Source: an optimization exercise on an open RTL-to-GDS flow (aim: small area, a short achievable clock period and few clock cycles per item). Production flows keep margins and buffers that such runs may drop. In this exercise RTL edits were held to simulation tests only and were not proved equivalent to the original. Power figures rest on the tool's default switching activity, not on a simulated workload.

Design aluTop, start of the top module:
module aluTop (
	input  logic                            clk,
	input  logic                            rstN,
	input  logic                            start,
	input  logic [aluPkg::operandWidth-1:0] a,
	input  logic [aluPkg::operandWidth-1:0] b,
	input  aluPkg::opcodeT                  op,
	output logic                            done,
	output logic [aluPkg::resultWidth-1:0]  result,
	output logic [aluPkg::errorWidth-1:0]   error
);
For scale: about 72 flip-flops, ~74 I/O pins.
clock: 40.0 ns
lec_check: 0
abc_area: 1
cap_margin: 20
core_margin: 2
core_utilization: 40
slew_margin: 20
standard.sh (not shown) runs the stock make flow with config.mk's settings and CLKGATE_MAP_FILE= SYNTH_SCRIPT=/design/flow/synth_recipe.tcl, a recipe that flattens the netlist after the stock synthesis.
==> flow/flow/run.sh <==
#!/bin/bash
# Own layout flow: the standard flow (standard.sh, unchanged synthesis), with
# - port buffers of a stronger cell than the smallest one buffer_ports picks by default,
# - timing repair aiming past the required slack (the clock and constraints are unchanged),
#   with resizing free to change a cell's footprint.
set -euo pipefail
MARGIN=$(cat flow/margin.txt)
bash standard.sh \
	"BUFFER_PORTS_ARGS=-buffer_cell sky130_fd_sc_hd__buf_4" \
	"SETUP_SLACK_MARGIN=$MARGIN" \
	"MATCH_CELL_FOOTPRINT=0" \
	finish > standard_flow.log 2>&1
==> flow/flow/margin.txt <==
25.5
Testbench counts at the start, summed over its fixed seeds: cycles 8,000, items 8,000.
Rerun with:
--- a/flow/flow/run.sh
+++ b/flow/flow/run.sh
@@ -4,3 +4,6 @@
 # - timing repair aiming past the required slack (the clock and constraints are unchanged),
-#   with resizing free to change a cell's footprint.
+#   with resizing free to change a cell's footprint,
+# - Yosys's synth run without its internal quick ABC pass (-noabc), so the adder
+#   extraction sees the design's own full-adder structure; the final ABC mapping,
+#   the registers and their names are those of the standard synthesis.
 set -euo pipefail
@@ -11,2 +14,3 @@
 	"MATCH_CELL_FOOTPRINT=0" \
+	"SYNTH_ARGS=-noabc" \
 	finish > standard_flow.log 2>&1
==> flow/flow/margin.txt (replaced) <==
24.5
The changed run completed with no timing, DRC or antenna violations.
Maximum frequency drops by 5.3%.
Hold slack gets better by 0.031 ns.
Routed wire length falls by 1.4%.
Cell area decreases by 10%.
Die area goes down by 0.38%.
Sequential power climbs by 8.3%.
Synthesized cell count fell by 2.0%.
Setup slack loses 0.80 ns.
Core utilization falls by 4.9 points.
Rerun with:
==> flow/flow/run.sh (replaced) <==
#!/bin/bash
# Own layout flow: the standard flow (standard.sh, unchanged synthesis), with
# - port buffers of a stronger cell than the smallest one buffer_ports picks by default,
# - timing repair aiming past the required slack (the clock and constraints are unchanged),
#   with resizing free to change a cell's footprint.
set -euo pipefail
MARGIN=$(cat flow/margin.txt)
bash standard.sh \
	"BUFFER_PORTS_ARGS=-buffer_cell sky130_fd_sc_hd__buf_2" \
	"SETUP_SLACK_MARGIN=$MARGIN" \
	"MATCH_CELL_FOOTPRINT=0" \
	finish > standard_flow.log 2>&1
==> flow/flow/margin.txt (replaced) <==
25
Outcome: Die area increases by 0.38%; synthesized cell count increases by 2.0%; fmax increases by 2.8%; power decreases by 21%; sequential cell count does not change; worst setup slack gains 0.41 ns; critical path depth decreases by 5; worst hold slack loses 0.043 ns; count of clock-buffer cells in the layout stays the same.
Rerun with:
--- a/flow/flow/run.sh
+++ b/flow/flow/run.sh
@@ -8,3 +8,3 @@
 bash standard.sh \
-	"BUFFER_PORTS_ARGS=-buffer_cell sky130_fd_sc_hd__buf_2" \
+	"BUFFER_PORTS_ARGS=-buffer_cell sky130_fd_sc_hd__buf_4" \
 	"SETUP_SLACK_MARGIN=$MARGIN" \
==> flow/flow/margin.txt (replaced) <==
24.5
--- a/flow/config.mk
+++ b/flow/config.mk
@@ -10,3 +10,3 @@
 export CORE_MARGIN = 2
-export CORE_UTILIZATION = 40
+export CORE_UTILIZATION = 55
 export SLEW_MARGIN = 20
Routed wire length drops by 4.5%; sequential share of layout area climbs by 0.19 points; via count drops by about 1.7%; die area drops by about 27%; worst hold slack improved by 0.016 ns; synthesized area is unchanged.

--- another note on this design; it stands on its own ---

run a:
// aluTop
module aluTop (
	input  logic                            clk,
	input  logic                            rstN,
	input  logic                            start,
	input  logic [aluPkg::operandWidth-1:0] a,
	input  logic [aluPkg::operandWidth-1:0] b,
	input  aluPkg::opcodeT                  op,
	output logic                            done,
	output logic [aluPkg::resultWidth-1:0]  result,
	output logic [aluPkg::errorWidth-1:0]   error
);
Size: ~72 flip-flops, roughly 74 I/O pins.
==> flow/config.mk <==
export PLATFORM = sky130hd
export DESIGN_NAME = aluTop
export DESIGN_NICKNAME = aluTop
export VERILOG_FILES = /design/flow/design.v
export SDC_FILE = /design/flow/constraint.sdc
export NUM_CORES = 4
export LEC_CHECK = 0
export ABC_AREA = 1
export CAP_MARGIN = 20
export CORE_MARGIN = 2
export CORE_UTILIZATION = 40
export SLEW_MARGIN = 20
==> flow/constraint.sdc <==
create_clock -name core_clock -period 40.0 [get_ports {clk}]
set_input_delay 8.0000 -clock core_clock [delete_from_list [all_inputs] [get_ports {clk}]]
set_output_delay 8.0000 -clock core_clock [all_outputs]
set_load 0.01 [all_outputs]
standard.sh (not shown) runs the stock make flow with config.mk's settings and CLKGATE_MAP_FILE= SYNTH_SCRIPT=/design/flow/synth_recipe.tcl, a recipe that flattens the netlist after the stock synthesis.
==> flow/flow/run.sh <==
#!/bin/bash
# Own layout flow: the standard flow (standard.sh, unchanged synthesis), with
# - port buffers of a stronger cell than the smallest one buffer_ports picks by default,
# - timing repair aiming past the required slack (the clock and constraints are unchanged),
#   with resizing free to change a cell's footprint.
set -euo pipefail
MARGIN=$(cat flow/margin.txt)
bash standard.sh \
	"BUFFER_PORTS_ARGS=-buffer_cell sky130_fd_sc_hd__buf_4" \
	"SETUP_SLACK_MARGIN=$MARGIN" \
	"MATCH_CELL_FOOTPRINT=0" \
	finish > standard_flow.log 2>&1
==> flow/flow/margin.txt <==
25
Testbench counts of run a, summed over its fixed seeds: cycles 8,000, items 8,000.
--- input diff run a..run b ---
- GPL_ROUTABILITY_DRIVEN now 0, previously not set
==> flow/flow/margin.txt <==
24.5
Findings:
- Run b completed every stage of the flow, and the final layout passed the timing, DRC and antenna checks.
- On run b: clock distribution area overhead in the final layout is 0.24 points higher than what run a gave.
- Worst slack at placement delta (run b − run a): favourable
- Summary of run b over run a: part of the total power dissipated in combinational logic went down 1.2 points, maximum frequency now sits lower, final area now sits lower.
- Run b against run a: fraction of area in registers shows an increase of 0.20 points; clock transition at the registers of the reported paths has decreased.

## static timing again, ports no longer ideal
The results above use ideal ports. As a check the final layouts listed here were re-extracted and re-timed, cells and wires unchanged. Step 1: set_driving_cell puts a clkbuf_16 on clk and a buf_2 on each other input, an assumption about the parent block. Step 2 adds t to the input delays and takes it off the output delays; t is the mean of the earliest and latest rising clock arrival at the registers after step 1. Input paths then give back, and output paths get back, about the clock's delay inside the block. Three values: ideal, step 1, step 2; two values: the first two.
run	t (ns)	slack for setup (ns)	slew at the worst register clock pin (ns)	pins driven straight from the clock port
the first run of note 1	0.413	25.660 / 25.609 / 25.475	0.08 / 0.08	1
the second run of note 1	0.387	24.859 / 24.815 / 24.745	0.06 / 0.06	1
the third run of note 1	0.422	25.264 / 25.211 / 25.132	0.09 / 0.09	1
the fourth run of note 1	0.402	24.862 / 24.818 / 24.702	0.09 / 0.09	1
run a	0.416	25.332 / 25.277 / 25.080	0.09 / 0.09	1
run b	0.408	25.003 / 24.951 / 24.664	0.07 / 0.07	1
After both steps every run listed still meets setup and hold. For run b, which loses most, drivers alone change the setup slack by -0.052 ns; drivers and shift together by -0.339 ns.
